From an optimization exercise on the open Yosys and OpenROAD flow, aimed at small area and a short achievable clock period; shortcuts taken in it are not production practice.
RTL that was checked went through simulation tests only; none was proved equivalent to the original.

## inv_sqrt_unit
module inv_sqrt_unit #(
	parameter logic [9:0] PIPE = 10'b1111111101
) (
	input  logic clk,
	input  logic reset,
	input  logic in_valid,
	input  fp_pkg::int_t in_value,
	output logic out_valid,
	output fp_pkg::fp_t  out_fp,
	output fp_pkg::int_t out_fixed
);
	localparam int LAT = 1 + PIPE[0] + PIPE[1] + PIPE[2] + PIPE[3] + PIPE[4] +
		PIPE[5] + PIPE[6] + PIPE[7] + PIPE[8] + PIPE[9];
	logic [15:0] x;
	pipe_reg #(.W(16), .EN(PIPE[0])) u_c0 (.clk(clk), .d(in_value), .q(x));
	logic [15:0] n8, n4, n2, n1;
	logic [3:0]  lz;
	assign lz[3] = (x[15:8] == '0);
	assign n8 = lz[3] ? {x[7:0], 8'd0} : x;
	assign lz[2] = (n8[15:12] == '0);
	assign n4 = lz[2] ? {n8[11:0], 4'd0} : n8;
	assign lz[1] = (n4[15:14] == '0);
	assign n2 = lz[1] ? {n4[13:0], 2'd0} : n4;
	assign lz[0] = ~n2[15];
	assign n1 = lz[0] ? {n2[14:0], 1'b0} : n2;
	logic [14:0] a_m;
	logic [3:0]  a_p;
	pipe_reg #(.W(15+4), .EN(PIPE[1])) u_c1 (.clk(clk),
		.d({n1[14:0], ~lz}), .q({a_m, a_p}));
	logic        e0;
	logic [15:0] sub;
	logic [15:0] a_u;
	logic        a_b1;
	logic        a_t1;
	logic [3:0]  a_c;
	logic        a_z0;
	logic        a_zn;
	assign e0 = ~a_p[0];
	assign sub = {e0, a_m};
	assign a_u = 16'd28339 - sub;
	assign a_b1 = (sub > 16'd28339);
	assign a_t1 = a_b1 | (sub <= 16'd1193);
	assign a_c = 4'(({1'b0, a_p} + 5'd1) >> 1) + {3'd0, a_b1};
	assign a_z0 = (~a_b1 & ~e0 & ~a_t1) | (a_b1 & e0);
	assign a_zn = a_b1 & ~e0;
	logic [15:0] b_u;
	logic [3:0]  b_c;
	logic        b_t1, b_z0, b_zn;
  ...
clock: 9.5 ns
lec_check: 0
cap_margin: 20
core_margin: 2
core_utilization: 40
slew_margin: 20
synth_hierarchical: 1
synth_minimum_keep_size: 0
standard.sh (not shown) runs the stock make flow with config.mk's settings and CLKGATE_MAP_FILE= SYNTH_SCRIPT=/design/flow/synth_recipe.tcl, a recipe that flattens the netlist after the stock synthesis.
==> flow/flow/run.sh <==
#!/bin/bash
set -euo pipefail
export SETUP_SLACK_MARGIN=6.3
bash standard.sh > standard.log 2>&1
Next try:
--- a/flow/design.v
+++ b/flow/design.v
@@ -1813,19 +1813,19 @@
 	output logic co
 );
 	assign s = a ^ b;
 	assign co = a & b;
 endmodule
 `default_nettype wire
 `timescale 1ns/10ps
 `default_nettype none
 module inv_sqrt_unit #(
-	parameter logic [9:0] PIPE = 10'b1111111101
+	parameter logic [9:0] PIPE = 10'b1111111111
 ) (
 	input  logic clk,
 	input  logic reset,
 	input  logic in_valid,
 	input  fp_pkg::int_t in_value,
 	output logic out_valid,
 	output fp_pkg::fp_t  out_fp,
 	output fp_pkg::int_t out_fixed
 );
@@ -1932,24 +1932,22 @@
 	assign e_xs = e_t2 ? e_q[32:16] : e_q[31:15];
 	assign e_d2 = (e_z0 & ~e_t2) | (e_zn & e_t2);
 	logic [15:0] f_u;
 	logic [16:0] f_xs;
 	logic [3:0]  f_c;
 	logic        f_d2;
 	pipe_reg #(.W(16+17+4+1), .EN(PIPE[6])) u_c6 (.clk(clk),
 		.d({e_u, e_xs, e_c, e_d2}),
 		.q({f_u, f_xs, f_c, f_d2}));
-	logic [17:0] f_h;
-	logic [17:0] f_dfull;
+	logic [15:0] f_negx;
 	logic [14:0] f_d;
-	assign f_h = f_d2 ? 18'(({2'b01, f_xs} + 19'd1) >> 1) : {1'b1, f_xs};
-	assign f_dfull = 18'd131072 - f_h;
-	assign f_d = {f_dfull[14:1], f_dfull[0] & f_dfull[17]};
+	assign f_negx = 16'd0 - f_xs[15:0];
+	assign f_d = f_d2 ? {f_negx[15:2], 1'b0} : {f_negx[14:1], f_xs[0]};
 	logic [15:-1] f_db;
 	logic [7:0]   f_done, f_dtwo, f_dneg;
 	assign f_db = {f_d[14], f_d, 1'b0};
 	always_comb begin
 		for (int k = 0; k < 8; k++) begin
 			f_done[k] = f_db[2*k] ^ f_db[2*k-1];
 			f_dtwo[k] = (f_db[2*k+1] & ~f_db[2*k] & ~f_db[2*k-1]) |
 				(~f_db[2*k+1] & f_db[2*k] & f_db[2*k-1]);
 			f_dneg[k] = f_db[2*k+1];
Outcome:
- hold slack is worse by 0.0041 ns
- routed wire length is lower by 6.4%
- setup slack gets better by 0.67 ns
- die area decreases by 1.1%
- non-clock buffer count shrinks by 74
- flip-flop and latch count grows by 19
- global-route usage is lower by 0.75 points
The RTL of the first run of this note was laid out without a check of its function.

-- re-timing with driven ports --
No port has a modelled driver above. Below, the same layouts with a new extraction and two added sets of constraints.
Step 1 sets driving cells, clkbuf_16 on the clock port and buf_2 on the other inputs (assumed; they add their load-dependent delay and slew).
Step 2, shift: input delay + t, output delay - t, t = (earliest + latest rising clock arrival at the registers) / 2. This alone moves slack from input paths to output paths.
a / b / c = ideal ports / drivers / drivers and shift; a / b = the first two.
| run | t (ns) | setup slack, ns | worst hold slack (ns) | clock arrival spread, ns |
|---|---|---|---|---|
| the first run | 0.659 | 5.666 / 5.666 / 5.666 | 0.306 / 0.306 / 0.306 | 0.046 / 0.046 |
| the second run | 0.652 | 6.337 / 6.329 / 6.337 | 0.302 / 0.302 / 0.302 | 0.052 / 0.052 |
After both steps every run listed still meets setup and hold.
